Background: an optimization exercise with open tools, aiming at small area and a short achievable clock period. Do not read the settings as production practice. Only simulation tests tie the RTL to the original design; equivalence was not proved. Power and IR drop assume default switching activity.

==> design/flow/design.v <==
module mem_responder #(
  parameter int DEPTH   = 64,
  parameter int LATENCY = 2
) (
  input  logic        clk,
  input  logic        reset,
  input  logic        req_valid,
  output logic        req_ready,
  input  logic        req_we,
  input  logic [31:0] req_addr,
  input  logic [31:0] req_wdata,
  output logic        resp_valid,
  input  logic        resp_ready,
  output logic [31:0] resp_rdata,
  output logic        resp_err
);
  localparam int AW = $clog2(DEPTH);
  logic          busy_q, wait_q, resp_q, wr_q;
  logic          we_q, err_q;
  logic [DEPTH-1:0] sel_q;
  logic [31:0]   wdata_q, rdata_q;
  logic [31:0]   mem [DEPTH];
  logic          idle, err_in;
  logic [DEPTH-1:0] sel_in, sel;
  logic [31:0]   rd;
  logic          rd_ok;
  assign idle       = !busy_q;
  assign req_ready  = !busy_q & reset;
  assign resp_valid = resp_q;
  assign resp_rdata = rdata_q;
  assign resp_err   = err_q;
  assign rd_ok  = !(we_q | err_q);   
  assign err_in = (req_addr[1:0] != 2'b00) || (req_addr[31:AW+2] != '0);
  always_comb begin
    for (int i = 0; i < DEPTH; i++) sel_in[i] = (req_addr[AW+1:2] == AW'(i));
  end
  always_ff @(posedge clk or negedge reset) begin
    if (!reset) begin
      busy_q <= 1'b0;
      wait_q <= 1'b0;
      resp_q <= 1'b0;
      wr_q   <= 1'b0;
    end else begin
      busy_q <= busy_q ? !(resp_q & resp_ready) : req_valid;
      wait_q <= !busy_q & req_valid;
      resp_q <= wait_q | (resp_q & !resp_ready);
      wr_q   <= !busy_q & req_valid & req_we & !err_in;
    end
  end
  always_ff @(posedge clk) begin
    if (idle) err_q <= err_in;
  end
  always_ff @(posedge clk) begin
    we_q    <= req_we;
    sel_q   <= sel_in;
    wdata_q <= req_wdata;
  end
  assign sel = sel_q;
  for (genvar b = 0; b < 32; b++) begin : g_bit
    logic [DEPTH-1:0] col;
    logic [7:0]       p;
    logic [3:0]       q;
    for (genvar i = 0; i < DEPTH; i++) begin : g_col
      assign col[i] = mem[i][b];
    end
    for (genvar k = 0; k < 8; k++) begin : g_g
      mem_responder_or8 u_grp (.d(col[8*k+:8]), .s(sel[8*k+:8]), .y(p[k]));
    end
    for (genvar k = 0; k < 4; k++) begin : g_n
      mem_responder_or2 u_or (.a(p[2*k+:2]), .y(q[k]));
    end
    mem_responder_oa41 u_out (.a(q), .b(rd_ok), .y(rd[b]));
  end
  always_ff @(posedge clk) begin
    if (wait_q) rdata_q <= rd;
  end
  always_ff @(posedge clk) begin
    for (int i = 0; i < DEPTH; i++)
      if (wr_q & sel[i]) mem[i] <= wdata_q;
  end
endmodule
module mem_responder_or8 (
  input  logic [7:0] d,
  input  logic [7:0] s,
  output logic       y
);
  assign y = |(d & s);
endmodule
module mem_responder_oa41 (
  input  logic [3:0] a,
  input  logic       b,
  output logic       y
);
  assign y = (|a) & b;
endmodule
module mem_responder_or2 (
  input  logic [1:0] a,
  output logic       y
);
  assign y = |a;
endmodule
==> design/flow/flow/run.sh <==
#!/bin/bash
# The standard layout (standard.sh, unchanged synthesis and steps) with a
# few resizer/placement settings changed:
#  - the port buffers are plain buf_2 cells instead of the delay cells that
#    buffer_ports picks by default;
#  - gate sizing may change a cell's footprint (MATCH_CELL_FOOTPRINT=0);
#  - after the placement-stage repair_design, flow/place_hook.tcl moves each
#    output port's buffer next to the cell driving it, and puts the flip-flop
#    reset pins behind their own buffer; detailed placement then legalizes.
# make's output goes to flow_make.log; each ORFS step keeps its own log under
# orfs/logs.
set -euo pipefail
here=$(pwd)
export BUFFER_PORTS_ARGS="-buffer_cell sky130_fd_sc_hd__buf_2"
export POST_RESIZE_TCL="$here/flow/place_hook.tcl"
if ! bash standard.sh MATCH_CELL_FOOTPRINT=0 finish > flow_make.log 2>&1; then
  tail -50 flow_make.log
  exit 1
fi
tail -20 flow_make.log
==> design/flow/flow/place_hook.tcl <==
# Placement-stage hook (runs after repair_design in 3_4 resize, before
# detailed placement legalizes):
#  1. Move each output port's buffer next to the cell that drives it, so the
#     buffer (which timing repair can upsize) drives the long wire to the pin
#     instead of the weak driving cell.
#  2. Give the flip-flops' asynchronous reset pins their own buffer behind the
#     reset port's input buffer, so that input buffer drives only the
#     combinational load (req_ready's gate).
set block [ord::get_db_block]
set moved 0
foreach bterm [$block getBTerms] {
  if {[$bterm getIoType] != "OUTPUT"} { continue }
  set net [$bterm getNet]
  if {$net == "NULL"} { continue }
  foreach iterm [$net getITerms] {
    if {![$iterm isOutputSignal]} { continue }
    set buf [$iterm getInst]
    foreach it2 [$buf getITerms] {
      if {![$it2 isInputSignal]} { continue }
      set n2 [$it2 getNet]
      if {$n2 == "NULL"} { continue }
      foreach it3 [$n2 getITerms] {
        if {![$it3 isOutputSignal]} { continue }
        set loc [[$it3 getInst] getLocation]
        $buf setLocation [lindex $loc 0] [lindex $loc 1]
        incr moved
      }
    }
  }
}
puts "hook: moved $moved output buffers next to their drivers"

set rterm [$block findBTerm reset]
if {$rterm != "NULL"} {
  set rnet [$rterm getNet]
  foreach iterm [$rnet getITerms] {
    set inbuf [$iterm getInst]
    foreach it2 [$inbuf getITerms] {
      if {![$it2 isOutputSignal]} { continue }
      set onet [$it2 getNet]
      set loads {}
      foreach it3 [$onet getITerms] {
        set mt [[$it3 getMTerm] getName]
        if {$mt == "RESET_B" || $mt == "SET_B"} {
          lappend loads "[[$it3 getInst] getName]/$mt"
        }
      }
      if {[llength $loads] > 0} {
        set loc [$inbuf getLocation]
        insert_buffer -buffer_cell sky130_fd_sc_hd__buf_2 -net [$onet getName] \
          -load_pins $loads -location [list [expr {[lindex $loc 0] / 1000.0}] [expr {[lindex $loc 1] / 1000.0}]] \
          -buffer_name reset_ff_buf
        puts "hook: reset flip-flop pins behind their own buffer: $loads"
      }
    }
  }
}
==> design/flow/standard.sh <==
#!/bin/bash
# synth_recipe.tcl (not shown) runs the flow's synth.tcl, then flattens the netlist and writes it again
# the make line also repeats each setting of config.mk as NAME=value (left out here)
make -C /OpenROAD-flow-scripts/flow DESIGN_CONFIG=/design/flow/config.mk WORK_HOME=/design/flow/orfs CLKGATE_MAP_FILE= SYNTH_SCRIPT=/design/flow/synth_recipe.tcl "${@:-finish}"
==> design/flow/config.mk <==
export PLATFORM = sky130hd
export DESIGN_NAME = mem_responder
export DESIGN_NICKNAME = mem_responder
export VERILOG_FILES = /design/flow/design.v
export SDC_FILE = /design/flow/constraint.sdc
export NUM_CORES = 4
export LEC_CHECK = 0
export CAP_MARGIN = 20
export CORE_MARGIN = 2
export CORE_UTILIZATION = 60
export CTS_CLUSTER_DIAMETER = 80
export CTS_CLUSTER_SIZE = 24
export PLACE_DENSITY = 0.7
export SETUP_SLACK_MARGIN = 2.75
export SLEW_MARGIN = 20
export SYNTH_HIERARCHICAL = 1
==> design/flow/constraint.sdc <==
create_clock -name core_clock -period 5.0 [get_ports {clk}]
set_input_delay 1.0000 -clock core_clock [delete_from_list [all_inputs] [get_ports {clk}]]
set_output_delay 1.0000 -clock core_clock [all_outputs]
set_load 0.01 [all_outputs]
==> summary.txt, run 1 <==
Run status
The flow ran to the end and the layout has no timing, DRC or antenna violations.

Flow run
The tool flagged a number of max-cap violations equal to 0.

Logic synthesis
The synthesized netlist devotes 0% of its cell area to XOR and XNOR gates. The cell count after synthesis came out at ~3.8k. The synthesized netlist occupies a cell area of approximately 76,000 sq um. By area, the combinational part of the netlist is dominated by compound AO/OA/AOI/OAI gates. The largest area contributor in the netlist is sky130_fd_sc_hd__edfxtp_1. The Yosys step of the flow raised 8 warnings. In this run the biggest area consumer among cell types represents between 80% and 90% of the synthesized area. The netlist uses 22 different library cells. The share of the synthesized area in compound gates (AO/OA/AOI/OAI) is between 10% and 20%. After Yosys synthesis, and, or, nand and nor cells account for 4.30% of the synthesized area. The share of synthesized area occupied by flip-flops and latches is 85.0%. The portion of netlist area occupied by mux cells is 0%. Counting flops and latches in the post-synthesis netlist gives between 2k and 2.5k.

The fraction of the mapped netlist area in adder cells is 0%. The average footprint of a synthesized cell is 19.9 sq um. Sorting the synthesized cells by area gives the leading types as sky130_fd_sc_hd__edfxtp_1, sky130_fd_sc_hd__a22oi_1, sky130_fd_sc_hd__dfxtp_1. Counting every net in the synthesized netlist gives between 3k and 4k.

Global routing
The initial antenna violation count is 20. The global-route wire length before repair is between 200,000 and 300,000 um. The via count of the first global-routing pass is around 38k. For met2 alone, demand over resource in global routing was 47.2%. The global-route track usage on met3 is under 10%. The global-route met1 utilization is 45.0%. In the global route stage, overall resource usage came out at between 30% and 40%. Entering global routing, the biggest net connects 65 pins. The total overflow left after global routing is 0. The busiest layer in global routing is met2.

Placed design
The placer's final routability congestion estimate is 0.890. The cell total after placement is approximately 5.7k. The HPWL after detailed placement is ~110,000 um.

OpenSTA, run right after detailed placement, puts the worst setup slack at approximately 2.3 ns. In this run the tool buffered the top-level ports with approximately 100 buffer cells.

Timing
The final-report hold violation count is 0. The worst-case hold slack is roughly 0.15 ns. The worst setup margin is around 2.6 ns. Setup repair after global routing could not meet its margin everywhere. Setup violations remaining at the end of the flow were counted as 0. For this run, the top clock speed supported by timing is about 0.42 GHz. The final total negative setup slack is 0 ns. Measured against its own limit, the worst slew margin works out to a little under a third. The transition time at the pin with the least slew margin is roughly 1.0 ns. The post-route clock skew is between 0.02 and 0.03 ns. The portion of the clock cycle consumed by the worst path in the final layout is around 47%.

The final number of max-transition violations came to 0. The time the final worst path needs with I/O delays and setup is 2.36 ns.

Floorplanning
The I/O pin count is between 100 and 150. The die is about 360 um tall. The floorplan step defined a die boundary enclosing between 100,000 and 150,000 sq um.

The die is roughly 360 um wide. Once the floorplan was initialized, standard cells occupied 60.5% of the core. The placeable core region is roughly 130,000 sq um.

Row generation in the floorplan step produced between 100 and 150 rows.

Power
The ratio of total power to cell area is between 300 and 400 nW/um^2. The fraction of power spent switching nets is approximately a fifth. The total leakage power is about 25 nW.

Cell internal power was estimated by the tool at around 0.024 W. Summed over all nets, the switching power comes to 0.00615 W. The peak ir drop on the vdd network is 0.270 mV. The total power consumption of the routed design is 0.0305 W.

Sequential cells account for roughly two thirds of the total power. The clock network is responsible for between 30% and 40% of the overall power. Combinational logic burns under 10% of the power.

Routing
The routed via count divided by cell count is about 7.0. The wire length per cell is roughly 34 um. The first-pass iteration count of the detailed router is 6. Once detail routing completed, the nets flagged for antenna violations numbered 0. For this block, the initial DRC count from the detailed router was 6,900. The total number of vias is between 40k and 50k. For this block, the routed nets add up to between 200,000 and 250,000 um of wire. The number of remaining DRC errors is 0.

Clock network
The maximum number of buffers from clock root to sink is 3. Clock-pin slew was measured on the worst setup and hold paths at 0.09 ns. Clock tree synthesis selected as its root buffer the cell sky130_fd_sc_hd__clkbuf_16. After clock tree synthesis, the flow added hold-fix buffers numbering 0. The sink count of the clock tree is between 2k and 2.5k. In this run the number of H-tree levels came out at 3. TritonCTS built the clock tree. Counting the buffers created by CTS gives 103. The clock insertion delay at the later pin of the skew report is between 0.7 and 0.8 ns.

Layout
In the layout the commonest cells are sky130_fd_sc_hd__edfxtp_1, sky130_fd_sc_hd__a22oi_1, sky130_fd_sc_hd__nand4_1, sky130_fd_sc_hd__clkbuf_16, sky130_fd_sc_hd__or2_1. The area of combinational cells with multiple inputs is between 10,000 and 15,000 sq um. Relative to the synthesized area, the layout overhead comes to 9.25%. At the end of the flow, the number of nets in the layout was roughly 4.2k. The library cell used most frequently in the layout, excluding fill and tap cells, is sky130_fd_sc_hd__edfxtp_1. The post-route netlist has a little under an eighth of its cells at a drive strength greater than 1. The finished layout holds 5,859 standard cells, fillers aside. The storage element area is 64,600 sq um. The layout has just over 8k filler cells.

Hold path
The type of the tightest min-delay check is input port to async pin.

Setup path
Data arrives at the worst endpoint at approximately 1.4 ns. The critical path endpoint category is an output pin. Data on the critical path is required at its endpoint by about 4 ns.

STA classifies the critical path startpoint as a flop. The critical path is of the flop to output pin type. Along the worst path, the maximum fanout reaches 2.
[critical path, stage by stage, from the launching register on]
cell                      delay, ns
sky130_fd_sc_hd__dfrtp_1       0.39
sky130_fd_sc_hd__nor2b_1       0.11
sky130_fd_sc_hd__buf_2         0.14
[power groups by stage]
stage | Sequential (W) | Combinational (W) | Clock, W
global route | 0.0201 | 0.000881 | 0.0103
detailed placement | 0.0205 | 0.000808 | 0
CTS | 0.0201 | 0.000839 | 0.00966
floorplan | 0.0206 | 0.000150 | 0
finish | 0.0201 | 0.000860 | 0.00959
global placement | 0.0205 | 0.000766 | 0
[final cells by class]
cell class / count / share of cell area [%]
inverters: 2 / 0.00905
multi-input cells: 1616 / 14.0
flip-flops and latches: 2182 / 77.9
diodes: 9 / 0.0272
clock buffers: 182 / 3.58
well taps: 1650 / 2.49
clock inverters: 9 / 0.154
repair buffers: 209 / 1.84
[Yosys stat by module, one instance, submodules excluded]
module              cell area, sq um  cells inside  flops+latches
mem_responder                  65500          2370           2182
mem_responder_oa41              11.3             1              0
mem_responder_or2               6.26             1              0
mem_responder_or8               36.3             5              0
[routing by layer]
metal	wire, um	up-vias
li1	-	17000
met1	75900	20900
met2	92800	2599
met3	23800	330
met4	7470	10
met5	62	-
[metrics by stage]
stage	instance area [sq um]	util [%]
6_report	82900	66.0
5_1_grt	82900	66.0
4_1_cts	82800	65.9
3_5_place_dp	79300	63.2
3_3_place_gp	79300	63.2
2_1_floorplan	75900	-
[registers in the layout (all words and copies together), names as in the netlist]
register / count
err_q: 1
resp_q: 1
we_q: 1
rdata_q: 32
wait_q: 1
wr_q: 1
mem: 2048
sel_q: 64
busy_q: 1
wdata_q: 32
[timing repair]
action,4_1_cts,5_1_grt
gates cloned,4,0
pin swaps,4,10
resized for setup,158,27
endpoints found under the setup margin,1526,55
setup buffers,3,1
[cells by family (layout without fill, tap and decap cells)]
family / Yosys count / after routing
flip-flops: 2182 / 2182
AO/OA/AOI/OAI: 1058 / 1058
AND/OR/NAND/NOR: 554 / 558
buffers and inverters: 16 / 402
other: 0 / 9
[worst paths after layout]
path / slack, ns / from / cells after the start / to
setup / recovery: 2.64 / busy_q / 2 / req_ready
hold / removal: 0.15 / reset / 2 / wr_q
setup reg to reg: 2.73 / sel_q[21] / 5 / rdata_q[12]
hold reg to reg: 0.58 / busy_q / 2 / wait_q
max in group asynchronous: 4.71 / reset / 2 / wait_q
min in group core_clock: 0.36 / req_wdata[21] / 1 / wdata_q[21]
[cells in the mapped netlist]
cell type	n
sky130_fd_sc_hd__a31oi_1	1
sky130_fd_sc_hd__buf_2	1
sky130_fd_sc_hd__clkbuf_1	13
sky130_fd_sc_hd__dfrtp_1	4
sky130_fd_sc_hd__dfxtp_1	97
sky130_fd_sc_hd__nand3_1	6
sky130_fd_sc_hd__nor2_1	69
sky130_fd_sc_hd__nand2b_1	2
sky130_fd_sc_hd__nor4_1	6
sky130_fd_sc_hd__or3_1	1
sky130_fd_sc_hd__inv_1	2
sky130_fd_sc_hd__or2_1	128
sky130_fd_sc_hd__or2_2	1
sky130_fd_sc_hd__o41a_1	32
sky130_fd_sc_hd__nor2b_1	6
sky130_fd_sc_hd__or4_4	1
sky130_fd_sc_hd__nand4_1	258
sky130_fd_sc_hd__a22oi_1	1024
sky130_fd_sc_hd__nand2_1	12
sky130_fd_sc_hd__edfxtp_1	2081
sky130_fd_sc_hd__and2_1	64
sky130_fd_sc_hd__a21o_1	1
==> run 2, diff against run 1 <==
==> design/flow/flow/run.sh (replaced) <==
#!/bin/bash
# The standard layout (standard.sh, unchanged synthesis and steps) with a
# few resizer/placement/CTS settings changed:
#  - the port buffers are plain buf_2 cells instead of the delay cells that
#    buffer_ports picks by default;
#  - gate sizing may change a cell's footprint (MATCH_CELL_FOOTPRINT=0);
#  - after the placement-stage repair_design, flow/place_hook.tcl moves each
#    output port's buffer next to the cell driving it, and puts the flip-flop
#    reset pins behind their own buffer; detailed placement then legalizes;
#  - clock tree synthesis (24-sink clusters, as config.mk says) adds no dummy
#    load cells (-dont_use_dummy_load).
# make's output goes to flow_make.log; each ORFS step keeps its own log under
# orfs/logs.
set -euo pipefail
here=$(pwd)
export BUFFER_PORTS_ARGS="-buffer_cell sky130_fd_sc_hd__buf_2"
export POST_RESIZE_TCL="$here/flow/place_hook.tcl"
export CTS_ARGS="-sink_clustering_enable -repair_clock_nets -sink_clustering_size 24 -sink_clustering_max_diameter 80 -dont_use_dummy_load"
if ! bash standard.sh MATCH_CELL_FOOTPRINT=0 finish > flow_make.log 2>&1; then
  tail -50 flow_make.log
  exit 1
fi
tail -20 flow_make.log
==> run 2 against run 1 <==
Effect of this change:
- critical path depth unchanged
- setup slack gained 0.0090 ns
- sequential power about the same
- sequential share of layout area grew 0.49 points
==> summary.txt, run 2 <==
Timing
The maximum clock frequency is 0.425 GHz (+0.38%). The transition time at the pin with the least slew margin is 1.04 ns (+0.00304 ns). The final total negative setup slack is 0 ns (unchanged).

The worst setup margin is 2.65 ns (+0.00898 ns). The final number of max-transition violations is 0 (unchanged). The time the final worst path needs with I/O delays and setup is 2.35 ns (-0.00898 ns). The final setup violation count is 0 (unchanged). The post-route clock skew came to 0.0534 ns (+0.0276 ns).

Setup repair after global routing could not meet its margin everywhere. The final-report hold violation count was 0 (unchanged). The portion of the clock cycle consumed by the worst path in the final layout is 47.1% (-0.18 points). The relative slew slack is 30.8% (-0.20 points).

Layout
The storage element area is 64,600 sq um (unchanged). The count of non-filler cells in the finished layout is 5,765 (-1.6%). Leaving out fill and tap cells, the most frequent cell in the layout is sky130_fd_sc_hd__edfxtp_1. The area of combinational cells with multiple inputs is 11,600 sq um (about the same). The cell area after layout is 82,400 sq um (-0.62%). The count of filler cells inserted in the layout is 8,351 (+0.52%). The fraction of final layout cells sized beyond drive strength 1 is 11.6% (-0.089 points).

In the layout the commonest cells are sky130_fd_sc_hd__edfxtp_1, sky130_fd_sc_hd__a22oi_1, sky130_fd_sc_hd__nand4_1, sky130_fd_sc_hd__clkbuf_16, sky130_fd_sc_hd__or2_1. The count of nets after finishing is 4,183 (unchanged). The largest registers in the layout are mem: 2048 flops, sel_q: 64 flops. Compared with the post-synthesis result, the final layout area differs by 8.57%. The number of flip-flops under the largest register name was 2,048 (unchanged). Ranked by flip-flop count, first place goes to mem.

Run status
The run finished with no timing, DRC or antenna violations.

Flow run
The number of max-cap violations is 0 (unchanged).

Logic synthesis
The most used flip-flop cell after synthesis is sky130_fd_sc_hd__edfxtp_1. The synthesized area is 75,900 sq um (unchanged). The largest area contributor in the netlist is sky130_fd_sc_hd__edfxtp_1. The number of distinct library cell variants in the gate-level netlist after synthesis is 22 (unchanged).

The instance count of the mapped netlist is 3,810 (unchanged). Among all cell types in the netlist, the one instantiated most often is sky130_fd_sc_hd__edfxtp_1. The share of synthesized area occupied by flip-flops and latches is 85.0% (unchanged). The total nets after synthesis is 3,879 (unchanged). The share of synthesized flip-flops with an asynchronous set or reset is 0.183% (unchanged).

By area the synthesized netlist is led by sky130_fd_sc_hd__edfxtp_1, sky130_fd_sc_hd__a22oi_1, sky130_fd_sc_hd__dfxtp_1. Counting instances in the post-synthesis netlist gives the leading cell types as sky130_fd_sc_hd__edfxtp_1, sky130_fd_sc_hd__a22oi_1, sky130_fd_sc_hd__nand4_1. The total number of yosys warnings is 8 (unchanged). The average footprint of a synthesized cell came to 19.9 sq um (unchanged). The number of enable-type register cells in the synthesized netlist was 2,081 (unchanged). The area share of the largest cell type after synthesis is 82.3% (unchanged). The number of flip-flops and latches in the synthesized netlist is 2,182 (unchanged).

Floorplanning
The placeable core region came to 126,000 sq um (unchanged). The y dimension of the die is 360 um (unchanged). The initial core utilization is 60.5% (unchanged). The die span in x was 360 um (unchanged). The die footprint is 129,000 sq um (unchanged). The number of placement rows is 130 (unchanged). The I/O pin count is 104 (unchanged).

Setup path
The critical path endpoint category is an output pin. The highest-delay cell along the critical path is sky130_fd_sc_hd__dfrtp_1. The critical path goes through nor2b_1 > buf_2. The maximum fanout encountered on the critical timing path is 2 (unchanged). The arrival time at the worst endpoint is 1.35 ns (about the same). The maximum cell stage delay along the critical path is 0.39 ns (about the same). The critical path data required time is 4.00 ns (about the same). The startpoint type of the worst setup path is a flop. The class of the most critical setup path is flop to output pin.

Clock network
The clock insertion delay at the later pin of the skew report is 0.73 ns (about the same). Clock tree synthesis selected as its root buffer the cell sky130_fd_sc_hd__clkbuf_16. The clock-pin slew reported for the worst setup and hold paths after clock tree synthesis is 0.09 ns (about the same). The maximum number of buffers from clock root to sink is 3 (unchanged).

The maximum level of the CTS H-tree is 3 (unchanged). The sink count of the clock tree is 2,182 (unchanged). TritonCTS built the clock tree. The TritonCTS buffer count is 103 (unchanged).

Routing
The routed via count divided by cell count is 7.07 (+1.5%). The number of remaining DRC errors is 0 (unchanged). The post-detailed-routing wire length is 200,000 um (about the same). The first-pass iteration count of the detailed router is 6 (unchanged). The number of nets with antenna violations after routing is 0 (unchanged). The wire length per cell came to 34.7 um (+1.6%). The total number of vias is 40.7k (-0.15%). The violation count after the first detailed-routing iteration was 6,503 (-5.8%).

Global routing
The pin count of the biggest net entering global routing is 65 (unchanged). The overall routing resource usage is 30.8% (-0.066 points). The remaining global-route overflow came to 0 (unchanged).

The global-route wire length before repair is 283,000 um (-0.20%). The via count of the first global-routing pass came to 38.4k (+0.12%). The initial antenna violation count came to 18 (-10%).

Power
The total leakage power is 25.0 nW (-0.79%). The total power consumption of the routed design is 0.0298 W (-2.4%). The ratio of total power to cell area is 361 nW/um^2 (-1.8%).

The share of power burned in registers is 67.3% (+1.5 points). The clock share of power is 29.8% (-1.6 points). The net switching power figure came to 0.00593 W (-3.4%). The part of the power in combinational logic is 2.9% (about the same). The cell internal power dissipation was 0.0239 W (-2.1%). The peak ir drop on the vdd network is 0.268 mV (-0.62%). The fraction of power spent switching nets is 19.9% (-0.22 points).

Hold path
The min-delay analysis places its worst path in the category input port to async pin.

Placed design
The cell total after placement is 5,650 (unchanged). The placer's final routability congestion estimate is 0.890 (unchanged). The count of port buffers added during placement is 103 (unchanged).

The half-perimeter wire length after placement is 114,000 um (unchanged). The cell area after placement was 79,300 sq um (unchanged). The pre-CTS setup slack came to 2.34 ns (unchanged).
## run 2: cell counts after synthesis
No cell type changed its count.
## run 2: timing repair
item | CTS | global route
endpoints found under the setup margin | 1709 | 91
hold buffers | 0 | 0
resized for setup | 156 | 34
setup buffers | 3 | 1
pin swaps | 5 | 12
cloned | 4 | 0
## run 2: layout make-up
type                       instances  share of cell area [%]
antenna                            3                 0.00911
clock buffer                     103                    3.13
inverter                           2                 0.00911
multi-input combinational       1616                    14.1
sequential                      2182                    78.4
tap                             1650                    2.50
timing repair buffer             209                    1.86
## run 2: cells by family after synthesis
| kind of cell | synth area share, % |
|---|---|
| buffers and inverters | 0.0808 |
| DFF | 85.0 |
| AOI/OAI and AO/OA | 10.6 |
| and+or+nand+nor | 4.30 |
## run 2: final timing paths
path / startpoint / endpoint / slack [ns] / depth (start not counted)
setup / recovery: busy_q / req_ready / 2.65 / 2
hold / removal: reset / wr_q / 0.16 / 2
setup reg to reg: sel_q[14] / rdata_q[11] / 2.73 / 5
hold reg to reg: busy_q / wait_q / 0.57 / 2
max in group asynchronous: reset / wait_q / 4.71 / 2
min in group core_clock: req_wdata[21] / wdata_q[21] / 0.36 / 1
## run 2: per-stage QoR
step / util [%] / hold slack, ns
3_3_place_gp: 63.2 / 0.462
5_1_grt: 65.6 / 0.161
2_1_floorplan: - / 0.481
6_report: 65.6 / 0.156
4_1_cts: 65.5 / 0.122
3_5_place_dp: 63.2 / 0.497
## run 2: power groups by stage
| stage | Clock (W) | Sequential (W) | Combinational, W |
|---|---|---|---|
| CTS | 0.00891 | 0.0201 | 0.000839 |
| floorplan | 0 | 0.0206 | 0.000150 |
| finish | 0.00887 | 0.0201 | 0.000860 |
| detailed placement | 0 | 0.0205 | 0.000808 |
| global placement | 0 | 0.0205 | 0.000766 |
| global route | 0.00951 | 0.0201 | 0.000882 |
## run 2: modules after synthesis (local to each module, per instance)
module | cells | copies in the design | cell area, sq um
mem_responder_or2 | 1 | 128 | 6.26
mem_responder_oa41 | 1 | 32 | 11.3
mem_responder_or8 | 5 | 256 | 36.3
mem_responder | 2370 | 1 | 65500
## run 2: worst max-delay path, delay by kind of cell, from the launching register on
family | cells | cell delay, ns
flip-flops | 1 | 0.39
AND/OR/NAND/NOR | 1 | 0.11
buffers and inverters | 1 | 0.14
## run 2: layer usage
| layer | up-vias | track usage (%) | wire length, um |
|---|---|---|---|
| met4 | 16 | 11.6 | 8560 |
| met2 | 2627 | 46.9 | 92100 |
| li1 | 16900 | - | - |
| met1 | 20800 | 44.6 | 75700 |
| met3 | 364 | 6.14 | 23500 |
| met5 | - | 0 | 93 |
==> run 3, diff against run 2 <==
--- a/design/flow/config.mk
+++ b/design/flow/config.mk
@@ -11,6 +11,6 @@
 export CTS_CLUSTER_DIAMETER = 80
 export CTS_CLUSTER_SIZE = 24
 export PLACE_DENSITY = 0.7
-export SETUP_SLACK_MARGIN = 2.75
+export SETUP_SLACK_MARGIN = 2.85
 export SLEW_MARGIN = 20
 export SYNTH_HIERARCHICAL = 1
==> run 3 against run 2 <==
Effect of this change:
- routed wire length is 2.5% lower
- first-iteration DRC count is 14% lower
- largest cell class unchanged
- area after synthesis stayed put
- setup slack better by 0.010 ns
- combinational power hardly changed
- count of clock-buffer cells in the layout stayed put
- critical path depth stayed put
- global-route usage is 1.0 points lower
- worst hold slack better by 0.026 ns
- highest routed layer unchanged
- sequential power hardly changed
- still clean
- sequential cell count stayed put
- register-to-register slack better by 0.09 ns
==> summary.txt, run 3 <==
Setup path
The number of buffer and inverter instances along the worst setup path is 1 (unchanged). The register-to-register path setup slack was 2.82 ns (+0.09 ns). Grouping stages by cell kind, the critical path spends the most delay in flip-flops. The critical path data required time came to 4.00 ns (about the same). The critical path goes through nor2b_4 > buf_6.

The class of the most critical setup path is flop to output pin. The maximum fanout encountered on the critical timing path is 2 (unchanged). The startpoint type of the worst setup path is a flop. The highest-delay cell along the critical path is sky130_fd_sc_hd__dfrtp_2.

The arrival time at the worst endpoint was 1.34 ns (about the same). The depth of the worst register-to-register path came to 5 (unchanged). The reg-to-reg endpoint is rdata_q[27]. The critical path endpoint category is an output pin. The startpoint of the lowest-slack register-to-register path is sel_q[11]. The maximum cell stage delay along the critical path is 0.44 ns (+0.05 ns).

Floorplanning
The I/O pin count is 104 (unchanged). The initial core utilization came to 60.5% (unchanged). The placeable core region was 126,000 sq um (unchanged). The die span in x came to 360 um (unchanged). The y dimension of the die is 360 um (unchanged).

The die footprint is 129,000 sq um (unchanged). The number of placement rows is 130 (unchanged).

Layout
The number of flip-flops under the largest register name came to 2,048 (unchanged). The count of nets after finishing was 4,184 (+0.024%). The count of non-filler cells in the finished layout is 5,767 (+0.035%). The largest registers in the layout are mem: 2048 flops, sel_q: 64 flops. Leaving out fill and tap cells, the most frequent cell in the layout is sky130_fd_sc_hd__edfxtp_1. The fraction of final layout cells sized beyond drive strength 1 is 12.2% (+0.56 points).

The count of filler cells inserted in the layout came to 8,141 (-2.5%). In the layout the commonest cells are sky130_fd_sc_hd__edfxtp_1, sky130_fd_sc_hd__a22oi_1, sky130_fd_sc_hd__nand4_1, sky130_fd_sc_hd__clkbuf_16, sky130_fd_sc_hd__buf_2. The top register by number of flip-flops is mem. Compared with the post-synthesis result, the final layout area differs by 8.82%.

Power
The ratio of total power to cell area is 360 nW/um^2 (-0.35%). The share of power burned in registers came to 67.3% (about the same). The part of the power in combinational logic is 2.9% (about the same). The total leakage power is 25.0 nW (+0.15%). The net switching power figure is 0.00589 W (-0.71%). The cell internal power dissipation is 0.0239 W (about the same). The clock share of power came to 29.8% (about the same). The peak ir drop on the vdd network came to 0.331 mV (+24%). The fraction of power spent switching nets is 19.8% (-0.12 points).

Clock network
The post-cts hold buffer count is 0 (unchanged). The maximum level of the CTS H-tree is 3 (unchanged). The clock-pin slew reported for the worst setup and hold paths after clock tree synthesis is 0.09 ns (about the same). The sink count of the clock tree came to 2,182 (unchanged). The clock insertion delay at the later pin of the skew report is 0.74 ns (about the same).

The cell sitting at the root of the clock tree is a sky130_fd_sc_hd__clkbuf_16. The maximum number of buffers from clock root to sink is 3 (unchanged). The TritonCTS buffer count is 103 (unchanged). TritonCTS built the clock tree.

Routing
The routed via count divided by cell count was 6.96 (-1.4%). The first-pass iteration count of the detailed router is 6 (unchanged). The total number of vias came to 40.2k (-1.4%).

The violation count after the first detailed-routing iteration is 5,601 (-14%). The post-detailed-routing wire length is 195,000 um (-2.5%). The number of remaining DRC errors is 0 (unchanged). The wire length per cell came to 33.8 um (-2.5%). The number of nets with antenna violations after routing is 0 (unchanged).

Hold path
The path class of the tightest hold or removal check is input port to async pin.

Timing
The worst setup margin is 2.66 ns (+0.0103 ns). The final-report hold violation count came to 0 (unchanged). The time the final worst path needs with I/O delays and setup is 2.34 ns (-0.0103 ns).

The transition time at the pin with the least slew margin is 1.01 ns (-0.0287 ns). The portion of the clock cycle consumed by the worst path in the final layout was 46.9% (-0.21 points). The maximum clock frequency is 0.427 GHz (+0.44%). Setup repair after global routing could not meet its margin everywhere. The final setup violation count is 0 (unchanged).

The post-route clock skew came to 0.0694 ns (+0.0160 ns). The relative slew slack was 32.8% (+1.9 points). The final number of max-transition violations is 0 (unchanged).

The final total negative setup slack is 0 ns (unchanged).

Logic synthesis
The number of distinct library cell variants in the gate-level netlist after synthesis is 22 (unchanged). The largest area contributor in the netlist is sky130_fd_sc_hd__edfxtp_1. In the synthesized netlist the dominant register cell turns out to be sky130_fd_sc_hd__edfxtp_1. After synthesis, the cell types taking the most area are sky130_fd_sc_hd__edfxtp_1, sky130_fd_sc_hd__a22oi_1, sky130_fd_sc_hd__dfxtp_1. The cell with the most instances after synthesis is sky130_fd_sc_hd__edfxtp_1. The average footprint of a synthesized cell came to 19.9 sq um (unchanged). The number of flip-flops and latches in the synthesized netlist is 2,182 (unchanged). The share of synthesized flip-flops with an asynchronous set or reset is 0.183% (unchanged). The share of synthesized area occupied by flip-flops and latches is 85.0% (unchanged). The synthesized area is 75,900 sq um (unchanged). The total number of yosys warnings is 8 (unchanged). The commonest cells after synthesis are sky130_fd_sc_hd__edfxtp_1, sky130_fd_sc_hd__a22oi_1, sky130_fd_sc_hd__nand4_1. The number of enable-type register cells in the synthesized netlist is 2,081 (unchanged). The instance count of the mapped netlist is 3,810 (unchanged). The total nets after synthesis is 3,879 (unchanged).

The area share of the largest cell type after synthesis was 82.3% (unchanged).

Global routing
The remaining global-route overflow is 0 (unchanged). The via count of the first global-routing pass came to 37.5k (-2.4%). The overall routing resource usage is 29.7% (-1.0 points).

The initial antenna violation count is 11 (-7). The met2 usage is 47.0% (+0.064 points). The pin count of the biggest net entering global routing is 65 (unchanged). The global-route met1 utilization was 43.1% (-1.5 points). The busiest layer in global routing is met2. The global-route track usage on met3 came to 5.54% (-0.61 points). The global-route wire length before repair was 275,000 um (-3.0%).

Flow run
The number of max-cap violations is 0 (unchanged).

Placed design
The count of port buffers added during placement is 103 (unchanged). The pre-CTS setup slack is 2.42 ns (+0.0821 ns). The placer's final routability congestion estimate was 0.848 (-4.8%). The half-perimeter wire length after placement is 107,000 um (-6.2%).

The cell total after placement came to 5,649 (-0.018%).

Run status
The flow ran to the end and the layout has no timing, DRC or antenna violations.
==> run 3: cell types whose count changed in the layout (fill, tap and decap cells not counted), sizes merged <==
cell / previous run / this run
and2: 68 / 64
buf: 209 / 214
diode: 3 / 4
==> run 3: worst register-to-register path: stages (launching register included) <==
cell and delay, ns:
sky130_fd_sc_hd__dfxtp_4 0.44, sky130_fd_sc_hd__buf_4 0.23, sky130_fd_sc_hd__a22oi_1 0.28, sky130_fd_sc_hd__nand4_1 0.20, sky130_fd_sc_hd__or2_4 0.35, sky130_fd_sc_hd__o41a_1 0.42
==> run 3: repair_timing <==
action	4_1_cts	5_1_grt
endpoints found under the setup margin	2104	1585
gates resized for setup	161	74
setup buffers	4	7
pin swaps	9	21
==> run 3: cell type report <==
type	count	area, sq um	share of cell area [%]
sequential	2182	64600	78.2
antenna	4	10.0	0.0121
clock buffer	103	2580	3.12
tap	1650	2060	2.50
timing repair buffer	214	1650	1.99
inverter	2	7.51	0.00909
multi-input combinational	1612	11700	14.1
==> run 3: logic make-up (layout without fill, tap and decap cells) <==
family,after synthesis,in the layout,synth area share [%]
AOI/OAI and AO/OA,1058,1058,10.6
DFF,2182,2182,85.0
and+or+nand+nor,554,554,4.30
other,0,4,0
buffers and inverters,16,319,0.0808
==> run 3: metal layers <==
layer | vias to the layer above | part of all wire (%)
met1 | 20800 | 39
li1 | 16900 | -
met4 | 12 | 3.2
met3 | 292 | 10
met5 | - | 0.044
met2 | 2182 | 48
==> run 3: per-module statistics from Yosys, one instance, submodules excluded <==
module / cells inside / flops+latches / times used / cell area (sq um)
mem_responder: 2370 / 2182 / 1 / 65500
mem_responder_or8: 5 / 0 / 256 / 36.3
mem_responder_or2: 1 / 0 / 128 / 6.26
mem_responder_oa41: 1 / 0 / 32 / 11.3
==> run 3: stage by stage <==
step | power [W] | hold slack [ns] | util [%] | area, sq um
after floorplan | 0.0208 | 0.513 | - | 75900
after detailed placement | 0.0213 | 0.485 | 63.2 | 79300
after CTS | 0.0298 | 0.149 | 65.6 | 82300
final | 0.0298 | 0.183 | 65.8 | 82600
after global placement | 0.0212 | 0.481 | 63.2 | 79300
after global routing | 0.0304 | 0.164 | 65.8 | 82600
==> run 3: how the worst max path moves through the flow <==
stage	start	end	slack [ns]	cells after the start
after floorplan	reset	req_ready	2.87	1
after global placement	wr_q	mem[6][14]	2.37	2
after detailed placement	sel_q[11]	rdata_q[27]	2.42	5
after CTS	busy_q	req_ready	2.62	2
after global routing	busy_q	req_ready	2.61	2
final	busy_q	req_ready	2.66	2
==> run 3: power by group through the flow <==
stage	registers [W]	clock network [W]	logic [W]
2_1_floorplan	0.0206	0	0.000150
3_3_place_gp	0.0205	0	0.000764
3_5_place_dp	0.0205	0	0.000799
4_1_cts	0.0200	0.00890	0.000835
5_1_grt	0.0200	0.00946	0.000885
6_report	0.0200	0.00886	0.000857
==> run 4, diff against run 3 <==
--- a/design/flow/config.mk
+++ b/design/flow/config.mk
@@ -7,10 +7,10 @@
 export LEC_CHECK = 0
 export CAP_MARGIN = 20
 export CORE_MARGIN = 2
-export CORE_UTILIZATION = 60
+export CORE_UTILIZATION = 65
 export CTS_CLUSTER_DIAMETER = 80
 export CTS_CLUSTER_SIZE = 24
-export PLACE_DENSITY = 0.7
-export SETUP_SLACK_MARGIN = 2.85
+export PLACE_DENSITY = 0.75
+export SETUP_SLACK_MARGIN = 2.75
 export SLEW_MARGIN = 20
 export SYNTH_HIERARCHICAL = 1
==> run 4 against run 3 <==
Effect of this change:
- sequential share of layout area rose by 0.43 points
- count of clock-buffer cells in the layout decreased by 2
- register-to-register slack got worse by 0.29 ns
- die area down 7.6%
- setup slack worse by 0.13 ns
- maximum frequency shrank 5.2%
- via count is 1.5% higher
- critical path type is now flop to flop
- critical endpoint is now mem[2][0]
==> summary.txt, run 4 <==
Logic synthesis
By area the synthesized netlist is led by sky130_fd_sc_hd__edfxtp_1, sky130_fd_sc_hd__a22oi_1, sky130_fd_sc_hd__dfxtp_1. The share of synthesized cell area in and, or, nand and nor gates came to 4.30% (unchanged). The most used flip-flop cell after synthesis is sky130_fd_sc_hd__edfxtp_1. The number of enable-type register cells in the synthesized netlist was 2,081 (unchanged).

The portion of netlist area occupied by mux cells is 0% (unchanged). The number of flip-flops and latches in the synthesized netlist is 2,182 (unchanged). The share of synthesized flip-flops with an asynchronous set or reset was 0.183% (unchanged). The instance count of the mapped netlist is 3,810 (unchanged). After synthesis, the most frequently instantiated cells are sky130_fd_sc_hd__edfxtp_1, sky130_fd_sc_hd__a22oi_1, sky130_fd_sc_hd__nand4_1. The area share of the largest cell type after synthesis came to 82.3% (unchanged). The total number of yosys warnings came to 8 (unchanged).

The combinational family with the most area after synthesis is compound AO/OA/AOI/OAI gates. The number of distinct library cell variants in the gate-level netlist after synthesis was 22 (unchanged). The share of synthesized area occupied by flip-flops and latches came to 85.0% (unchanged). Of all cell types, the one taking the most synthesized area is sky130_fd_sc_hd__edfxtp_1. The XOR/XNOR share of the synthesized area is 0% (unchanged). The total nets after synthesis came to 3,879 (unchanged).

The share of the synthesized area in compound gates (AO/OA/AOI/OAI) is 10.6% (unchanged). The average footprint of a synthesized cell came to 19.9 sq um (unchanged). The synthesized area is 75,900 sq um (unchanged). The fraction of the mapped netlist area in adder cells was 0% (unchanged). sky130_fd_sc_hd__edfxtp_1 is the most common cell in the netlist.

Power
The total leakage power is 24.9 nW (-0.35%). The ratio of total power to cell area is 361 nW/um^2 (+0.24%). The peak ir drop on the vdd network is 0.328 mV (-1.1%).

Layout
More flip-flops sit in one register than any other, and that register is mem. The cell area after layout is 82,100 sq um (-0.56%). The fraction of final layout cells sized beyond drive strength 1 is 11.2% (-1.0 points). The area growth from synthesis to layout is 8.21%.

The area of combinational cells with multiple inputs is 11,500 sq um (-1.5%). The storage element area is 64,600 sq um (about the same). The library cells used most frequently in the layout, excluding fill and tap cells, are sky130_fd_sc_hd__edfxtp_1, sky130_fd_sc_hd__a22oi_1, sky130_fd_sc_hd__nand4_1, sky130_fd_sc_hd__or2_1, sky130_fd_sc_hd__clkbuf_16. The library cell used most frequently in the layout, excluding fill and tap cells, is sky130_fd_sc_hd__edfxtp_1. The number of flip-flops under the largest register name is 2,048 (unchanged). In the final layout, the registers with the most flip-flops are mem: 2048 flops, sel_q: 64 flops. The count of nets after finishing was 4,178 (-0.14%). The count of filler cells inserted in the layout is 6,896 (-15%).

Timing
The post-route clock skew is 0.0591 ns (-0.0103 ns). The final-report hold violation count is 0 (unchanged). The maximum clock frequency is 0.404 GHz (-5.2%). The portion of the clock cycle consumed by the worst path in the final layout is 49.5% (+2.6 points). The final total negative setup slack is 0 ns (unchanged).

The worst-case hold slack is 0.146 ns (-0.0370 ns). The relative slew slack was 29.1% (-3.7 points). The time the final worst path needs with I/O delays and setup is 2.47 ns (+0.130 ns). The final setup violation count is 0 (unchanged). The transition time at the pin with the least slew margin was 1.06 ns (+0.0553 ns).

The final number of max-transition violations is 0 (unchanged). Setup repair after global routing could not meet its margin everywhere.

Setup path
The critical path endpoint category is a flop. The reg-to-reg endpoint is mem[2][0]. The worst setup path is launched from a flop. The register-to-register path setup slack came to 2.53 ns (-0.29 ns). The critical path data required time is 5.31 ns (+1.31 ns). In this run the critical register-to-register path is launched from wr_q. Walking the worst path, the cells encountered are and2_2. The class of the most critical setup path is flop to flop. The arrival time at the worst endpoint is 2.79 ns (+1.45 ns).

The depth of the worst register-to-register path is 1 (-4). The maximum cell stage delay along the critical path is 0.96 ns (+0.52 ns). The maximum fanout encountered on the critical timing path is 64 (+62). The cell class contributing the biggest share of worst-path delay is simple AND/OR/NAND/NOR gates. The number of buffer and inverter instances along the worst setup path came to 0 (-1).

The highest-delay cell along the critical path is sky130_fd_sc_hd__and2_2.

Placed design
The count of port buffers added during placement is 103 (unchanged). The cell area after placement was 79,200 sq um (-0.20%). The placer's final routability congestion estimate is 0.875 (+3.2%). The half-perimeter wire length after placement is 111,000 um (+3.8%).

Floorplanning
The placeable core region is 116,000 sq um (-7.6%). The I/O pin count is 104 (unchanged). The initial core utilization is 65.4% (+5.0 points).

The die span in x is 346 um (-3.9%). The number of placement rows was 125 (-3.8%). The die footprint was 120,000 sq um (-7.6%). The y dimension of the die is 346 um (-3.9%).

Hold path
The tightest min-delay check is of the input port to async pin type.

Global routing
The global-route wire length before repair came to 278,000 um (+1.3%). The pin count of the biggest net entering global routing is 65 (unchanged). The overall routing resource usage was 32.8% (+3.1 points).

The remaining global-route overflow was 0 (unchanged). The initial antenna violation count was 17 (+6). The via count of the first global-routing pass came to 38.1k (+1.7%).

Clock network
The sink count of the clock tree is 2,182 (unchanged). The tree is rooted in a sky130_fd_sc_hd__clkbuf_16. The post-cts hold buffer count is 0 (unchanged).

The clock insertion delay at the later pin of the skew report was 0.74 ns (about the same). The TritonCTS buffer count came to 101 (-1.9%). The maximum level of the CTS H-tree is 3 (unchanged).

The clock-pin slew reported for the worst setup and hold paths after clock tree synthesis is 0.09 ns (about the same). TritonCTS built the clock tree. The maximum number of buffers from clock root to sink was 3 (unchanged).

Routing
The post-detailed-routing wire length is 196,000 um (+0.77%). The wire length per cell was 34.8 um (+3.1%). The number of remaining DRC errors came to 0 (unchanged).

The routed via count divided by cell count was 7.23 (+3.8%). The violation count after the first detailed-routing iteration is 6,300 (+12%). The first-pass iteration count of the detailed router came to 6 (unchanged). The total number of vias is 40.8k (+1.5%). The number of nets with antenna violations after routing came to 0 (unchanged).

Flow run
The number of max-cap violations is 0 (unchanged).

Run status
The run finished with no timing, DRC or antenna violations.
==> run 4: cell families after synthesis <==
group                  count (synthesis)
AOI/OAI and AO/OA                   1058
and+or+nand+nor                      554
DFF                                 2182
buffers and inverters                 16
==> run 4: cell type report <==
cell class	instances	share of cell area, %
tap	1524	2.32
clock buffer	101	3.08
inverter	2	0.00914
antenna	7	0.0213
sequential	2182	78.7
multi-input combinational	1612	14.0
timing repair buffer	210	1.91
==> run 4: stage by stage <==
step           cells  setup slack [ns]  utilization (%)  total power, W
2_1_floorplan   3810              2.80                -          0.0207
3_3_place_gp    5520              2.30             68.2          0.0212
3_5_place_dp    5523              2.45             68.2          0.0213
4_1_cts         5627              2.57             70.7          0.0296
5_1_grt         5633              2.50             70.8          0.0303
6_report        5638              2.53             70.8          0.0297
==> run 4: routing by layer <==
layer	part of all wire (%)	global-route usage (%)	up-vias
li1	-	-	16900
met1	36	47.1	20700
met2	46	49.2	2825
met3	14	7.97	384
met4	4.7	13.5	10
met5	0.028	0	-
==> run 4: report_power, final <==
part	internal (W)	switching, W
registers	0.0200	0.0000448
logic	0.000180	0.000687
clock network	0.00360	0.00514
==> run 4: Yosys stat by module (local to each module, per instance) <==
module	flip-flops and latches	area [sq um]
mem_responder_oa41	0	11.3
mem_responder	2182	65500
mem_responder_or8	0	36.3
mem_responder_or2	0	6.26
==> run 4: worst max path at each step <==
stage,from,to,slack [ns],cells past startpoint
after global routing,wr_q,mem[52][18],2.50,1
after CTS,wr_q,mem[56][24],2.57,1
after global placement,wr_q,mem[13][31],2.30,1
after detailed placement,sel_q[11],rdata_q[23],2.45,5
final,wr_q,mem[2][0],2.53,1
after floorplan,reset,req_ready,2.80,1
==> run 4: timing repair <==
action                     4_1_cts  5_1_grt
resized for setup              123       34
pin swaps                        3       12
setup endpoints to repair     2083     2017
buffers inserted                 3        4
==> run 5, diff against run 4 <==
--- a/design/flow/flow/run.sh
+++ b/design/flow/flow/run.sh
@@ -1,7 +1,7 @@
 #!/bin/bash
 # The standard layout (standard.sh, unchanged synthesis and steps) with a
 # few resizer/placement/CTS settings changed:
-#  - the port buffers are plain buf_2 cells instead of the delay cells that
+#  - the port buffers are plain buf_1 cells instead of the delay cells that
 #    buffer_ports picks by default;
 #  - gate sizing may change a cell's footprint (MATCH_CELL_FOOTPRINT=0);
 #  - after the placement-stage repair_design, flow/place_hook.tcl moves each
@@ -13,7 +13,7 @@
 # orfs/logs.
 set -euo pipefail
 here=$(pwd)
-export BUFFER_PORTS_ARGS="-buffer_cell sky130_fd_sc_hd__buf_2"
+export BUFFER_PORTS_ARGS="-buffer_cell sky130_fd_sc_hd__buf_1"
 export POST_RESIZE_TCL="$here/flow/place_hook.tcl"
 export CTS_ARGS="-sink_clustering_enable -repair_clock_nets -sink_clustering_size 24 -sink_clustering_max_diameter 80 -dont_use_dummy_load"
 if ! bash standard.sh MATCH_CELL_FOOTPRINT=0 finish > flow_make.log 2>&1; then
--- a/design/flow/config.mk
+++ b/design/flow/config.mk
@@ -7,10 +7,10 @@
 export LEC_CHECK = 0
 export CAP_MARGIN = 20
 export CORE_MARGIN = 2
-export CORE_UTILIZATION = 65
+export CORE_UTILIZATION = 60
 export CTS_CLUSTER_DIAMETER = 80
 export CTS_CLUSTER_SIZE = 24
-export PLACE_DENSITY = 0.75
-export SETUP_SLACK_MARGIN = 2.75
+export PLACE_DENSITY = 0.7
+export SETUP_SLACK_MARGIN = 2.85
 export SLEW_MARGIN = 20
 export SYNTH_HIERARCHICAL = 1
==> run 5 against run 4 <==
Effect of this change:
- sequential cell count stayed put
- count of clock-buffer cells in the layout is 4 higher
- routed wire length is 2.2% higher
- setup slack better by 0.075 ns
- global-route usage is 2.1 points lower
- clock power is 2% higher
- final cell count is 2.9% higher
- maximum frequency is 3.1% higher
- area after synthesis stayed put
- utilization is 4.8 points lower
- critical path depth is 1 higher
- power is 0.61% higher
- critical path type is now flop to output pin
- largest cell class unchanged
- largest power group unchanged
- highest routed layer unchanged
==> summary.txt, run 5 <==
Run status
The flow ran to the end and the layout has no timing, DRC or antenna violations.

Routing
The first-pass iteration count of the detailed router was 7 (+1). The number of remaining DRC errors is 0 (unchanged). The number of nets with antenna violations after routing is 0 (unchanged). The violation count after the first detailed-routing iteration came to 6,273 (-0.43%).

The wire length per cell came to 34.6 um (-0.63%). The total number of vias came to 40.4k (-0.89%). The routed via count divided by cell count came to 6.97 (-3.7%). The post-detailed-routing wire length came to 201,000 um (+2.2%).

Timing
The time the final worst path needs with I/O delays and setup came to 2.40 ns (-0.0749 ns). The final setup violation count was 0 (unchanged). Setup repair after global routing could not meet its margin everywhere. The portion of the clock cycle consumed by the worst path in the final layout is 48.0% (-1.5 points).

The final-report hold violation count came to 0 (unchanged). The worst setup margin was 2.60 ns (+0.0749 ns). The relative slew slack is 31.7% (+2.6 points). The post-route clock skew is 0.0815 ns (+0.0224 ns). The final total negative setup slack is 0 ns (unchanged).

The final number of max-transition violations is 0 (unchanged). The maximum clock frequency came to 0.417 GHz (+3.1%). The transition time at the pin with the least slew margin is 1.02 ns (-0.0390 ns).

Layout
The number of flip-flops under the largest register name is 2,048 (unchanged). Relative to the synthesized area, the layout overhead comes to 9.18%. In the layout the commonest cells are sky130_fd_sc_hd__edfxtp_1, sky130_fd_sc_hd__a22oi_1, sky130_fd_sc_hd__nand4_1, sky130_fd_sc_hd__clkbuf_16, sky130_fd_sc_hd__buf_4.

The area of combinational cells with multiple inputs is 12,000 sq um (+4.3%). The fraction of final layout cells sized beyond drive strength 1 is 11.3% (+0.061 points). The count of nets after finishing is 4,218 (+0.96%). The count of filler cells inserted in the layout came to 8,126 (+18%). The storage element area is 64,600 sq um (about the same).

Leaving out fill and tap cells, the most frequent cell in the layout is sky130_fd_sc_hd__edfxtp_1. The top register by number of flip-flops is mem. The largest registers in the layout are mem: 2048 flops, sel_q: 64 flops.

Logic synthesis
Summed over all instances, the cell type with the most area after synthesis is sky130_fd_sc_hd__edfxtp_1. The total number of yosys warnings is 8 (unchanged). After synthesis, the cell types taking the most area are sky130_fd_sc_hd__edfxtp_1, sky130_fd_sc_hd__a22oi_1, sky130_fd_sc_hd__dfxtp_1.

The instance count of the mapped netlist was 3,810 (unchanged). The share of synthesized area occupied by flip-flops and latches is 85.0% (unchanged). The cell with the most instances after synthesis is sky130_fd_sc_hd__edfxtp_1.

The synthesized area is 75,900 sq um (unchanged). The number of enable-type register cells in the synthesized netlist is 2,081 (unchanged). The commonest cells after synthesis are sky130_fd_sc_hd__edfxtp_1, sky130_fd_sc_hd__a22oi_1, sky130_fd_sc_hd__nand4_1. The number of flip-flops and latches in the synthesized netlist was 2,182 (unchanged). The average footprint of a synthesized cell is 19.9 sq um (unchanged).

The most used flip-flop cell after synthesis is sky130_fd_sc_hd__edfxtp_1. The share of synthesized flip-flops with an asynchronous set or reset is 0.183% (unchanged). The number of distinct library cell variants in the gate-level netlist after synthesis is 22 (unchanged).

The total nets after synthesis was 3,879 (unchanged). The area share of the largest cell type after synthesis is 82.3% (unchanged).

Setup path
The arrival time at the worst endpoint is 1.40 ns (-1.39 ns). The critical path endpoint category is an output pin. The critical path data required time was 4.00 ns (-1.31 ns). The maximum fanout encountered on the critical timing path is 2 (-97%). The class of the most critical setup path is flop to output pin. The startpoint type of the worst setup path is a flop.

Power
The peak ir drop on the vdd network is 0.320 mV (-2.3%). The total leakage power is 25.0 nW (+0.27%). The ratio of total power to cell area came to 360 nW/um^2 (-0.29%).

Placed design
The half-perimeter wire length after placement is 110,000 um (-1.1%). The pre-CTS setup slack is 2.36 ns (-0.0897 ns). The placer's final routability congestion estimate is 0.869 (-0.66%). The count of port buffers added during placement is 103 (unchanged).

Floorplanning
The initial core utilization is 60.5% (-5.0 points). The y dimension of the die came to 360 um (+4.0%). The die footprint was 129,000 sq um (+8.2%). The number of placement rows is 130 (+4.0%).

The placeable core region came to 126,000 sq um (+8.2%). The die span in x is 360 um (+4.0%). The I/O pin count is 104 (unchanged).

Flow run
The number of max-cap violations is 0 (unchanged).

Clock network
The TritonCTS buffer count came to 105 (+4.0%). The clock insertion delay at the later pin of the skew report came to 0.74 ns (about the same). The clock-pin slew reported for the worst setup and hold paths after clock tree synthesis was 0.09 ns (about the same).

The TritonCTS clock tree is built. The maximum number of buffers from clock root to sink is 3 (unchanged). The maximum level of the CTS H-tree is 3 (unchanged). The clock root buffer master is sky130_fd_sc_hd__clkbuf_16.

The sink count of the clock tree is 2,182 (unchanged).

Global routing
The initial antenna violation count is 20 (+3). The remaining global-route overflow was 0 (unchanged). The overall routing resource usage came to 30.7% (-2.1 points).

The global-route wire length before repair is 281,000 um (+0.98%). The via count of the first global-routing pass is 37.6k (-1.3%). The pin count of the biggest net entering global routing came to 72 (+11%).

Hold path
The min-delay analysis places its worst path in the category input port to async pin.
-- run 5: cell count changes in the layout (fill, tap and decap cells not counted), moves of 7 or more --
cell,change
sky130_fd_sc_hd__a22oi_1,-9
sky130_fd_sc_hd__a22oi_2,+9
sky130_fd_sc_hd__and2_2,-39
sky130_fd_sc_hd__and2_4,+76
sky130_fd_sc_hd__buf_1,+68
sky130_fd_sc_hd__buf_2,-71
sky130_fd_sc_hd__buf_4,-13
sky130_fd_sc_hd__buf_6,+8
sky130_fd_sc_hd__dfxtp_1,+7
sky130_fd_sc_hd__dfxtp_2,-8
sky130_fd_sc_hd__or2_1,-30
sky130_fd_sc_hd__or2_4,+30
-- run 5: worst paths after layout --
path / startpoint / to / slack (ns) / cells after the start
worst max-delay path: busy_q / req_ready / 2.60 / 2
worst min-delay path: reset / wait_q / 0.17 / 2
worst max register to register: sel_q[21] / rdata_q[1] / 2.83 / 5
worst min register to register: busy_q / wait_q / 0.63 / 2
max in group asynchronous: reset / wr_q / 4.69 / 2
min in group core_clock: req_wdata[27] / wdata_q[27] / 0.37 / 1
-- run 5: power breakdown --
group	internal, W	leakage (nW)	switching, W
logic	0.000188	4.13	0.000694
registers	0.0200	19.6	0.0000360
clock network	0.00374	1.29	0.00518
-- run 5: what timing repair did --
action | 4_1_cts | 5_1_grt
gates cloned | 35 | 1
hold buffers | 0 | 0
gates resized for setup | 275 | 71
buffers inserted | 3 | 4
endpoints found under the setup margin | 1993 | 374
pin swaps | 45 | 26
-- run 5: cell type report --
cell class	count	share of cell area, %
antenna	4	0.0121
multi-input combinational	1648	14.5
sequential	2182	78.0
clock buffer	105	3.17
inverter	2	0.00906
timing repair buffer	210	1.89
tap	1650	2.49
-- run 5: worst max-delay path: stages (launching register included) --
cell	delay, ns
sky130_fd_sc_hd__dfrtp_2	0.44
sky130_fd_sc_hd__nor2b_4	0.12
sky130_fd_sc_hd__buf_6	0.10
-- run 5: metrics by stage --
stage	utilization, %	power (W)	instance area (sq um)	hold slack (ns)	std cells
floorplan	-	0.0208	75900	0.513	3810
global placement	63.1	0.0212	79200	0.484	5646
detailed placement	63.1	0.0213	79200	0.491	5649
CTS	65.8	0.0299	82600	0.138	5792
global route	66.0	0.0305	82900	0.171	5797
finish	66.0	0.0298	82900	0.168	5801
-- run 5: per-module statistics from Yosys (local to each module, per instance) --
module / flops+latches / cells inside
mem_responder_or2: 0 / 1
mem_responder_or8: 0 / 5
mem_responder_oa41: 0 / 1
mem_responder: 2182 / 2370
-- run 5: cell families after synthesis --
kind of cell | after synthesis | synth area share [%]
DFF | 2182 | 85.0
AOI/OAI and AO/OA | 1058 | 10.6
and+or+nand+nor | 554 | 4.30
buffers and inverters | 16 | 0.0808
-- run 5: routing by layer --
| layer | share of wire (%) | vias up | global-route usage, % |
|---|---|---|---|
| met5 | 0.081 | - | 0 |
| met4 | 4.1 | 24 | 11.4 |
| met3 | 13 | 345 | 7.50 |
| met2 | 46 | 2576 | 47.0 |
| met1 | 37 | 20500 | 43.6 |
| li1 | - | 17000 | - |
==> run 6, diff against run 5 <==
==> design/flow/flow/run.sh (replaced) <==
#!/bin/bash
# The standard layout (standard.sh, unchanged synthesis and steps) with a
# few resizer/placement/CTS settings changed:
#  - the port buffers are plain buf_2 cells instead of the delay cells that
#    buffer_ports picks by default;
#  - gate sizing may change a cell's footprint (MATCH_CELL_FOOTPRINT=0);
#  - after the placement-stage repair_design, flow/place_hook.tcl moves each
#    output port's buffer next to the cell driving it, and puts the flip-flop
#    reset pins behind their own buffer; detailed placement then legalizes;
#  - clock tree synthesis (26-sink clusters, as config.mk says) adds no dummy
#    load cells (-dont_use_dummy_load).
# make's output goes to flow_make.log; each ORFS step keeps its own log under
# orfs/logs.
set -euo pipefail
here=$(pwd)
export BUFFER_PORTS_ARGS="-buffer_cell sky130_fd_sc_hd__buf_2"
export POST_RESIZE_TCL="$here/flow/place_hook.tcl"
export CTS_ARGS="-sink_clustering_enable -repair_clock_nets -sink_clustering_size 26 -sink_clustering_max_diameter 80 -dont_use_dummy_load"
if ! bash standard.sh MATCH_CELL_FOOTPRINT=0 finish > flow_make.log 2>&1; then
  tail -50 flow_make.log
  exit 1
fi
tail -20 flow_make.log
--- a/design/flow/config.mk
+++ b/design/flow/config.mk
@@ -9,7 +9,7 @@
 export CORE_MARGIN = 2
 export CORE_UTILIZATION = 60
 export CTS_CLUSTER_DIAMETER = 80
-export CTS_CLUSTER_SIZE = 24
+export CTS_CLUSTER_SIZE = 26
 export PLACE_DENSITY = 0.7
 export SETUP_SLACK_MARGIN = 2.85
 export SLEW_MARGIN = 20
==> run 6 against run 5 <==
Effect of this change:
- global-route usage decreased by 0.98 points
- worst hold slack improved by 0.032 ns
- register-to-register slack about the same
- critical path type unchanged
- critical endpoint unchanged
==> summary.txt, run 6 <==
Run status
The run finished with no timing, DRC or antenna violations.

Timing
The final-report hold violation count is 0 (unchanged). The transition time at the pin with the least slew margin was 0.904 ns (-0.121 ns). The final setup violation count is 0 (unchanged). The portion of the clock cycle consumed by the worst path in the final layout came to 46.6% (-1.4 points). The time the final worst path needs with I/O delays and setup is 2.33 ns (-0.0703 ns). The post-route clock skew is 0.0655 ns (-0.0159 ns).

The final number of max-transition violations is 0 (unchanged). The final total negative setup slack is 0 ns (unchanged). The relative slew slack was 39.7% (+8.0 points). Setup repair after global routing could not meet its margin everywhere. The maximum clock frequency is 0.429 GHz (+3.0%).

Clock network
The clock root buffer master is sky130_fd_sc_hd__clkbuf_16. The maximum number of buffers from clock root to sink is 3 (unchanged). The post-cts hold buffer count is 0 (unchanged). The maximum level of the CTS H-tree came to 3 (unchanged).

TritonCTS built the clock tree. The TritonCTS buffer count is 96 (-8.6%). The clock insertion delay at the later pin of the skew report is 0.73 ns (about the same). The sink count of the clock tree came to 2,182 (unchanged). The clock-pin slew reported for the worst setup and hold paths after clock tree synthesis is 0.10 ns (about the same).

Global routing
The overall routing resource usage is 29.8% (-0.98 points). The global-route wire length before repair is 275,000 um (-2.2%). The initial antenna violation count was 10 (-50%). The remaining global-route overflow is 0 (unchanged).

The via count of the first global-routing pass was 37.3k (-0.82%). The pin count of the biggest net entering global routing is 65 (-9.7%).

Layout
The count of nets after finishing is 4,176 (-1.0%). The number of flip-flops under the largest register name is 2,048 (unchanged). The area growth from synthesis to layout is 8.69%. The library cells used most frequently in the layout, excluding fill and tap cells, are sky130_fd_sc_hd__edfxtp_1, sky130_fd_sc_hd__a22oi_1, sky130_fd_sc_hd__nand4_1, sky130_fd_sc_hd__clkbuf_16, sky130_fd_sc_hd__or2_1. The fraction of final layout cells sized beyond drive strength 1 is 12.2% (+0.89 points). The library cell used most frequently in the layout, excluding fill and tap cells, is sky130_fd_sc_hd__edfxtp_1. The largest registers in the layout are mem: 2048 flops, sel_q: 64 flops. The count of non-filler cells in the finished layout was 5,762 (-0.67%).

The top register by number of flip-flops is mem. The count of filler cells inserted in the layout is 8,172 (+0.57%).

Logic synthesis
The synthesized area is 75,900 sq um (unchanged). The largest area contributor in the netlist is sky130_fd_sc_hd__edfxtp_1. By area the synthesized netlist is led by sky130_fd_sc_hd__edfxtp_1, sky130_fd_sc_hd__a22oi_1, sky130_fd_sc_hd__dfxtp_1. The share of synthesized area occupied by flip-flops and latches is 85.0% (unchanged). The number of distinct library cell variants in the gate-level netlist after synthesis was 22 (unchanged). Sorting the synthesized cells by how often they occur yields sky130_fd_sc_hd__edfxtp_1, sky130_fd_sc_hd__a22oi_1, sky130_fd_sc_hd__nand4_1. The total nets after synthesis came to 3,879 (unchanged). The number of enable-type register cells in the synthesized netlist is 2,081 (unchanged). The cell with the most instances after synthesis is sky130_fd_sc_hd__edfxtp_1. The average footprint of a synthesized cell is 19.9 sq um (unchanged). The area share of the largest cell type after synthesis is 82.3% (unchanged). The number of flip-flops and latches in the synthesized netlist came to 2,182 (unchanged). The share of synthesized flip-flops with an asynchronous set or reset came to 0.183% (unchanged). The total number of yosys warnings is 8 (unchanged).

The instance count of the mapped netlist is 3,810 (unchanged). Among all flip-flop cells after synthesis, the most frequent one is sky130_fd_sc_hd__edfxtp_1.

Setup path
The startpoint of the lowest-slack register-to-register path is wr_q. In this run the worst setup path begins at busy_q. STA classifies the critical path endpoint as an output pin. The critical path data required time is 4.00 ns (about the same). The arrival time at the worst endpoint is 1.33 ns (-0.07 ns). The maximum fanout encountered on the critical timing path is 2 (unchanged). The number of buffer and inverter instances along the worst setup path is 1 (unchanged). Traced cell by cell, the critical path runs through nor2b_4 > buf_6.

The cell class contributing the biggest share of worst-path delay is flip-flops. The worst setup path is launched from a flop. The maximum cell stage delay along the critical path was 0.44 ns (about the same).

The class of the most critical setup path is flop to output pin. The slowest stage of the critical path is the sky130_fd_sc_hd__dfrtp_2 cell.

Routing
The violation count after the first detailed-routing iteration is 5,768 (-8.1%). The number of nets with antenna violations after routing is 0 (unchanged). The wire length per cell is 33.7 um (-2.8%). The post-detailed-routing wire length is 194,000 um (-3.4%). The first-pass iteration count of the detailed router is 6 (-1). The routed via count divided by cell count came to 6.95 (-0.20%). The total number of vias was 40.1k (-0.87%).

The number of remaining DRC errors was 0 (unchanged).

Floorplanning
The die footprint is 129,000 sq um (unchanged). The I/O pin count is 104 (unchanged). The die span in x came to 360 um (unchanged). The initial core utilization came to 60.5% (unchanged). The number of placement rows is 130 (unchanged). The y dimension of the die is 360 um (unchanged). The placeable core region is 126,000 sq um (unchanged).

Placed design
The count of port buffers added during placement is 103 (unchanged). The placer's final routability congestion estimate came to 0.848 (-2.4%). The half-perimeter wire length after placement is 107,000 um (-2.6%).

The cell total after placement came to 5,649 (unchanged).

Power
The peak ir drop on the vdd network came to 0.324 mV (+1.2%). The ratio of total power to cell area is 357 nW/um^2 (-0.89%). The total leakage power is 24.9 nW (-0.22%).

Flow run
The number of max-cap violations is 0 (unchanged).

Hold path
The type of the tightest min-delay check is input port to async pin.
run 6: cell counts after synthesis:
No cell type changed its count.
run 6: kinds of logic (layout without fill, tap and decap cells):
group	after synthesis	in the layout	synth area share, %
compound gates	1058	1058	10.6
buf+inv	16	311	0.0808
flops	2182	2182	85.0
other cells	0	7	0
simple gates	554	554	4.30
run 6: final timing paths:
kind | to | slack (ns) | cells past startpoint
max in group asynchronous | wait_q | 4.67 | 2
worst min register to register | busy_q | 0.57 | 2
worst max register to register | mem[49][20] | 2.84 | 2
worst max-delay path | req_ready | 2.67 | 2
worst min-delay path | wr_q | 0.20 | 2
min in group core_clock | wdata_q[4] | 0.36 | 1
run 6: layer usage:
metal	wire, um	vias to the layer above	track usage (%)
met3	19900	284	5.05
li1	-	16900	-
met1	75600	20700	43.6
met2	92600	2207	46.8
met5	67	-	0
met4	5800	10	8.54
run 6: power breakdown:
part / total, W / switching [W] / leakage (nW) / internal [W]
Clock: 0.00855 / 0.00511 / 1.18 / 0.00344
Sequential: 0.0200 / 0.0000359 / 19.6 / 0.0200
Combinational: 0.000854 / 0.000663 / 4.18 / 0.000191
run 6: repair_timing:
action,CTS,global route
resized for setup,179,87
setup endpoints to repair,2104,769
pin swaps,14,22
buffers inserted,6,4
gates cloned,0,0
run 6: final cells by class:
| class | instances | area (sq um) | share of cell area [%] |
|---|---|---|---|
| inverters | 2 | 7.51 | 0.00910 |
| repair buffers | 213 | 1660 | 2.01 |
| multi-input cells | 1612 | 11700 | 14.2 |
| flip-flops and latches | 2182 | 64600 | 78.3 |
| well taps | 1650 | 2060 | 2.50 |
| clock buffers | 96 | 2400 | 2.91 |
| diodes | 7 | 17.5 | 0.0212 |
run 6: stage by stage:
stage / hold WS [ns] / cell area [sq um] / worst slack (ns) / power [W] / util, %
global route: 0.171 / 82500 / 2.62 / 0.0301 / 65.7
CTS: 0.161 / 82200 / 2.63 / 0.0295 / 65.5
finish: 0.199 / 82500 / 2.67 / 0.0294 / 65.7
detailed placement: 0.485 / 79300 / 2.42 / 0.0213 / 63.2
global placement: 0.481 / 79300 / 2.37 / 0.0212 / 63.2
floorplan: 0.513 / 75900 / 2.87 / 0.0208 / -
run 6: per-module statistics from Yosys (local to each module, per instance):
module	area, sq um	cells
mem_responder_or2	6.26	1
mem_responder_or8	36.3	5
mem_responder_oa41	11.3	1
mem_responder	65500	2370

## re-timing with driven ports
How much do the figures lean on ideal ports? The routed layouts below were timed once more, with nothing changed but the port constraints.
Step 1, drivers: a clkbuf_16 drives clk and a buf_2 each remaining input, both assumed.
Step 2 moves the port delays by t, midway between the first and last clock arrival at a register: inputs arrive t later, outputs are due t later. That takes back most of the time a late clock gives input paths.
Three values: ideal, step 1, step 2; two values: the first two.
run	t (ns)	setup WS [ns]	worst hold slack (ns)	worst setup path at the end	pins driven straight from the clock port
run 1	0.801	2.637 / 2.556 / 2.470	0.148 / 0.090 / 0.575	input to register	1
run 2	0.789	2.646 / 2.564 / 2.573	0.156 / 0.097 / 0.571	input to register	1
run 3	0.786	2.656 / 2.579 / 2.603	0.183 / 0.128 / 0.566	input to register	1
run 4	0.777	2.526 / 2.526 / 2.526	0.146 / 0.099 / 0.556	register to register	1
run 5	0.780	2.601 / 2.521 / 2.393	0.168 / 0.121 / 0.629	input to register	1
run 6	0.781	2.671 / 2.592 / 2.567	0.199 / 0.143 / 0.567	input to register	1
After both steps setup and hold are still met in every run listed. For run 5, which loses most, drivers alone change the setup slack by -0.080 ns; drivers and shift together by -0.208 ns.
